Source: an optimization exercise on an open RTL-to-GDS flow (aim: small area and a short achievable clock period). Production flows keep margins and buffers that such runs may drop.
In this exercise RTL edits were held to simulation tests only and were not proved equivalent to the original.
Power is estimated from default activity; no workload was simulated.

the previous run:
==> flow/design.v <==
`default_nettype none
module mc_banked_memory #(
    parameter int              WIDTH      = 32,
    parameter int              DEPTH      = 48,
    parameter int              ADDR_WIDTH = 6,
    parameter int              NUM_CH     = 4,
    parameter int              RD_LAT     = 2,
    parameter logic [WIDTH-1:0] INIT_VAL  = '0
) (
    input  wire                       clk,
    input  wire                       res,
    input  wire  [NUM_CH-1:0]            bus_valid,
    output logic [NUM_CH-1:0]            bus_ready,
    input  wire  [NUM_CH-1:0]            bus_wr_rd,
    input  wire  [NUM_CH*ADDR_WIDTH-1:0] bus_addr,
    input  wire  [NUM_CH*WIDTH-1:0]      bus_wdata,
    input  wire  [NUM_CH*WIDTH/8-1:0]    bus_wstrb,
    output logic [NUM_CH-1:0]            bus_rvalid,
    output logic [NUM_CH*WIDTH-1:0]      bus_rdata,
    output logic [NUM_CH-1:0]            bus_err,
    output logic                         init_done
);
    localparam int C_NB  = WIDTH / 8;
    localparam int C_CHW = (NUM_CH > 1) ? $clog2(NUM_CH) : 1;
    localparam logic [ADDR_WIDTH-1:0] C_LAST    = ADDR_WIDTH'(DEPTH - 1);
    localparam logic [C_CHW-1:0]      C_LAST_CH = C_CHW'(NUM_CH - 1);
    logic                  r_run;       
    logic [C_NB-1:0]       r_wstrb;     
    logic [WIDTH-1:0]      r_wdata;     
    logic [NUM_CH-1:0]     r_rd;        
    logic [NUM_CH-1:0]     r_rvalid;
    logic [NUM_CH-1:0]     r_err;
    logic [WIDTH-1:0]      r_rdata;
    logic [WIDTH-1:0]      r_mem [DEPTH];
    logic [NUM_CH-1:0] w_ready;
    logic [NUM_CH-1:0] w_blocked;
    logic [NUM_CH-1:0] logic_blk_o;
    logic              w_gnt_any;
    logic [NUM_CH-1:0] r_pri     [NUM_CH];
    logic [NUM_CH-1:0] w_pri_nxt [NUM_CH];
    function automatic logic is_before(input int last, input int j, input int c);
        is_before = (((j - last - 1 + 2*NUM_CH) % NUM_CH) < ((c - last - 1 + 2*NUM_CH) % NUM_CH));
    endfunction
    always_comb begin
        for (int c = 0; c < NUM_CH; c++) begin
            w_blocked[c] = |(r_pri[c] & bus_valid);
            w_ready[c]   = bus_valid[c] && !w_blocked[c] && r_run && !res;
        end
    end
    assign w_gnt_any = |w_ready;
    logic [NUM_CH-1:0] r_last_oh;
    logic [NUM_CH-1:0] w_ready_o;
    always_comb begin
        for (int c = 0; c < NUM_CH; c++) begin
            logic_blk_o[c] = 1'b0;
            for (int j = 0; j < NUM_CH; j++) begin
                for (int g = 0; g < NUM_CH; g++) begin
                    if (is_before(g, j, c)) logic_blk_o[c] = logic_blk_o[c] | (r_last_oh[g] & bus_valid[j]);
                end
            end
            w_ready_o[c] = bus_valid[c] && !logic_blk_o[c] && r_run && !res;
        end
    end
    assign bus_ready = w_ready_o;
    always_ff @(posedge clk) begin
        if (res) begin
            r_last_oh <= NUM_CH'(1) << (NUM_CH - 1);
        end else if (w_gnt_any) begin
            r_last_oh <= w_ready;
        end
    end
    always_comb begin
        for (int c = 0; c < NUM_CH; c++) begin
            for (int j = 0; j < NUM_CH; j++) begin
                w_pri_nxt[c][j] = 1'b0;
                for (int g = 0; g < NUM_CH; g++) begin
                    if (is_before(g, j, c)) w_pri_nxt[c][j] = w_pri_nxt[c][j] | w_ready[g];
                end
            end
        end
    end
    always_ff @(posedge clk) begin
        for (int c = 0; c < NUM_CH; c++) begin
            for (int j = 0; j < NUM_CH; j++) begin
                if (res) begin
                    r_pri[c][j] <= is_before(NUM_CH - 1, j, c);
                end else if (w_gnt_any) begin
                    r_pri[c][j] <= w_pri_nxt[c][j];
                end
            end
        end
    end
    logic [ADDR_WIDTH-1:0] w_sel_addr;
    logic [WIDTH-1:0]      w_sel_wdata;
    logic [C_NB-1:0]       w_sel_wstrb;
    logic [NUM_CH-1:0]     w_gnt_wr;
    always_comb begin
        w_sel_addr  = '0;
        w_sel_wdata = '0;
        w_sel_wstrb = '0;
        for (int i = 0; i < NUM_CH; i++) begin
            w_gnt_wr[i] = w_ready[i] & bus_wr_rd[i];
            w_sel_addr  = w_sel_addr  | ({ADDR_WIDTH{w_ready[i]}}  & bus_addr[i*ADDR_WIDTH +: ADDR_WIDTH]);
            w_sel_wdata = w_sel_wdata | ({WIDTH{w_gnt_wr[i]}}      & bus_wdata[i*WIDTH +: WIDTH]);
            w_sel_wstrb = w_sel_wstrb | ({C_NB{w_gnt_wr[i]}}       & bus_wstrb[i*C_NB +: C_NB]);
        end
    end
    logic [DEPTH-1:0] r_dec;
    logic             r_first;
    logic             r_oor;
    logic [DEPTH-1:0] w_sel_dec;
    always_comb begin
        for (int i = 0; i < DEPTH; i++) w_sel_dec[i] = w_gnt_any && (w_sel_addr == ADDR_WIDTH'(i));
    end
    always_ff @(posedge clk) begin
        r_first <= res;
        if (res) begin
            r_run <= 1'b0;
            r_dec <= '0;
        end else if (!r_run) begin
            r_dec <= {r_dec[DEPTH-2:0], r_first};
            if (r_dec[DEPTH-2]) r_run <= 1'b1;
        end else begin
            r_dec <= w_sel_dec;
        end
    end
    always_ff @(posedge clk) begin
        r_wstrb <= (res || r_run) ? w_sel_wstrb : {C_NB{1'b1}};
        r_wdata <= w_sel_wdata;
        r_rd    <= w_ready & ~bus_wr_rd;
        r_oor   <= (w_sel_addr > C_LAST);
    end
    assign init_done = r_run;
    always_ff @(posedge clk) begin
        for (int i = 0; i < DEPTH; i++) begin
            for (int b = 0; b < C_NB; b++) begin
                if (r_dec[i] && r_wstrb[b]) r_mem[i][8*b +: 8] <= r_wdata[8*b +: 8];
            end
        end
    end
    logic [WIDTH-1:0] w_rd_word;
    always_comb begin
        w_rd_word = '0;
        for (int i = 0; i < DEPTH; i++) w_rd_word = w_rd_word | ({WIDTH{r_dec[i]}} & r_mem[i]);
    end
    always_ff @(posedge clk) begin
        r_rdata <= w_rd_word;
        if (res) begin
            r_rvalid <= '0;
            r_err    <= '0;
        end else begin
            for (int i = 0; i < NUM_CH; i++) begin
                r_rvalid[i] <= r_rd[i];
                r_err[i]    <= (r_rd[i] && r_oor) ||
                               (w_gnt_wr[i] && (bus_addr[i*ADDR_WIDTH +: ADDR_WIDTH] > C_LAST));
            end
        end
    end
    assign bus_rvalid = r_rvalid;
    assign bus_err    = r_err;
    assign bus_rdata  = {NUM_CH{r_rdata}};
endmodule
`default_nettype wire
`default_nettype none
module mc_banked_memory_top (
    input  wire         clk,
    input  wire         res,
    input  wire  [3:0]  valid,
    output logic [3:0]  ready,
    input  wire  [3:0]  wr_rd,
    input  wire  [23:0] addr,
    input  wire  [127:0] wdata,
    input  wire  [15:0] wstrb,
    output logic [3:0]  rvalid,
    output logic [127:0] rdata,
    output logic [3:0]  err,
    output logic        init_done
);
    mc_banked_memory #(
        .WIDTH(32), .DEPTH(48), .ADDR_WIDTH(6), .NUM_CH(4), .RD_LAT(2),
        .INIT_VAL('0)
    ) u_mem (
        .clk(clk), .res(res),
        .bus_valid(valid), .bus_ready(ready), .bus_wr_rd(wr_rd),
        .bus_addr(addr), .bus_wdata(wdata), .bus_wstrb(wstrb),
        .bus_rvalid(rvalid), .bus_rdata(rdata), .bus_err(err),
        .init_done(init_done)
    );
endmodule
`default_nettype wire
clock: 5.5 ns
lec_check: 0
cap_margin: 20
core_margin: 2
core_utilization: 40
cts_cluster_diameter: 75
cts_cluster_size: 28
place_density: 0.75
setup_slack_margin: 2.8
slew_margin: 20
standard.sh (not shown) runs the stock make flow with config.mk's settings and CLKGATE_MAP_FILE= SYNTH_SCRIPT=/design/flow/synth_recipe.tcl, a recipe that flattens the netlist after the stock synthesis.
==> flow/flow/run.sh <==
#!/bin/bash
set -uo pipefail
export BUFFER_PORTS_ARGS="-buffer_cell sky130_fd_sc_hd__buf_1"
bash standard.sh finish > orfs_make.log 2>&1
Relative to the previous run, the following input files were edited for the current run:
diff --git a/flow/design.v b/flow/design.v
--- a/flow/design.v
+++ b/flow/design.v
@@ -46,29 +46,32 @@
             w_blocked[c] = |(r_pri[c] & bus_valid);
             w_ready[c]   = bus_valid[c] && !w_blocked[c] && r_run && !res;
         end
     end
     assign w_gnt_any = |w_ready;
-    logic [NUM_CH-1:0] r_last_oh;
+    logic [NUM_CH-1:0] r_next_oh;
     logic [NUM_CH-1:0] w_ready_o;
-    always_comb begin
+    function automatic logic [NUM_CH-1:0] blocked_from(input logic [NUM_CH-1:0] nxt,
+                                                       input logic [NUM_CH-1:0] v);
+        blocked_from = '0;
         for (int c = 0; c < NUM_CH; c++) begin
-            logic_blk_o[c] = 1'b0;
             for (int j = 0; j < NUM_CH; j++) begin
                 for (int g = 0; g < NUM_CH; g++) begin
-                    if (is_before(g, j, c)) logic_blk_o[c] = logic_blk_o[c] | (r_last_oh[g] & bus_valid[j]);
+                    if (((j - g + NUM_CH) % NUM_CH) < ((c - g + NUM_CH) % NUM_CH))
+                        blocked_from[c] = blocked_from[c] | (nxt[g] & v[j]);
                 end
             end
-            w_ready_o[c] = bus_valid[c] && !logic_blk_o[c] && r_run && !res;
         end
-    end
+    endfunction
+    assign logic_blk_o = blocked_from(r_next_oh, bus_valid);
+    assign w_ready_o   = bus_valid & ~logic_blk_o & {NUM_CH{r_run & ~res}};
     assign bus_ready = w_ready_o;
     always_ff @(posedge clk) begin
         if (res) begin
-            r_last_oh <= NUM_CH'(1) << (NUM_CH - 1);
+            r_next_oh <= NUM_CH'(1);
         end else if (w_gnt_any) begin
-            r_last_oh <= w_ready;
+            r_next_oh <= {w_ready[NUM_CH-2:0], w_ready[NUM_CH-1]};
         end
     end
     always_comb begin
         for (int c = 0; c < NUM_CH; c++) begin
             for (int j = 0; j < NUM_CH; j++) begin
==> comparison <==
Cmp the previous run and the current run / share of the final layout cell area in sequential cells / lower: the previous run
[compare] base=the previous run new=the current run: number of vias after detailed routing went down by 370, combined area of all synthesized cells was more or less identical, arrival time at the worst endpoint went up by 0.03 ns, first-iteration DRC count went down by 123.
Maximum achievable frequency: the current run vs the previous run down 2.7 MHz
| non-clock buffering overhead in the final layout | the current run vs the previous run | ≈ equal |
Compared the previous run against the current run; overall routing resource usage within noise.

========
Starts from the design.v that is shown in full above.
export LEC_CHECK = 0
export CAP_MARGIN = 20
export CORE_MARGIN = 2
export CORE_UTILIZATION = 40
export CTS_CLUSTER_DIAMETER = 70
export CTS_CLUSTER_SIZE = 24
export PLACE_DENSITY = 0.75
export SETUP_SLACK_MARGIN = 2.8
export SLEW_MARGIN = 20
create_clock -name core_clock -period 5.5 [get_ports {clk}]
Scripts as last shown in full above: flow/flow/run.sh
Edit:
--- a/flow/design.v
+++ b/flow/design.v
@@ -43,9 +43,9 @@
     endfunction
     always_comb begin
         for (int c = 0; c < NUM_CH; c++) begin
             w_blocked[c] = |(r_pri[c] & bus_valid);
-            w_ready[c]   = bus_valid[c] && !w_blocked[c] && r_run && !res;
+            w_ready[c]   = bus_valid[c] && !w_blocked[c] && r_run;
         end
     end
     assign w_gnt_any = |w_ready;
     logic [NUM_CH-1:0] r_last_oh;
@@ -126,9 +126,9 @@
     end
     always_ff @(posedge clk) begin
         r_wstrb <= (res || r_run) ? w_sel_wstrb : {C_NB{1'b1}};
         r_wdata <= w_sel_wdata;
-        r_rd    <= w_ready & ~bus_wr_rd;
+        r_rd    <= res ? '0 : (w_ready & ~bus_wr_rd);
         r_oor   <= (w_sel_addr > C_LAST);
     end
     assign init_done = r_run;
     always_ff @(posedge clk) begin
Fmax rises by 1.9%.
Power falls by about 3.3%.
Hold slack is better by 37 ps.
Clock-buffer cell count rises by 15.
Final cell count rises by about 0.46%.
Core utilization falls by 0.13 points.
Wire length rises by 0.61%.
Clock power falls by about 9%.

afterwards: timing with drivers on the ports:
No port has a modelled driver above. Below, the same layouts with a new extraction and two added sets of constraints. Step 1 (the two cells are an assumption about what drives the block):
set clk [get_ports {clk}]
set_driving_cell -lib_cell sky130_fd_sc_hd__clkbuf_16 $clk
set_driving_cell -lib_cell sky130_fd_sc_hd__buf_2 [delete_from_list [all_inputs] $clk]
Step 2 moves the port delays by t, midway between the first and last clock arrival at a register: inputs arrive t later, outputs are due t later. That takes back most of the time a late clock gives input paths. Slacks: ideal / step 1 / step 2; pairs: ideal / step 1.
run	shift t [ns]	setup slack, ns	worst setup path at the end
the previous run	0.821	2.506 / 2.455 / 2.114	input to register
the current run	0.772	2.481 / 2.443 / 2.192	input to register
the first run of note 2	0.827	2.527 / 2.476 / 2.132	input to register
the second run of note 2	0.772	2.582 / 2.511 / 2.122	input to register
After both steps setup and hold are still met in every run listed. The setup slack of the second run of note 2, which loses most, moves by -0.071 ns with the drivers and by -0.460 ns with both steps.
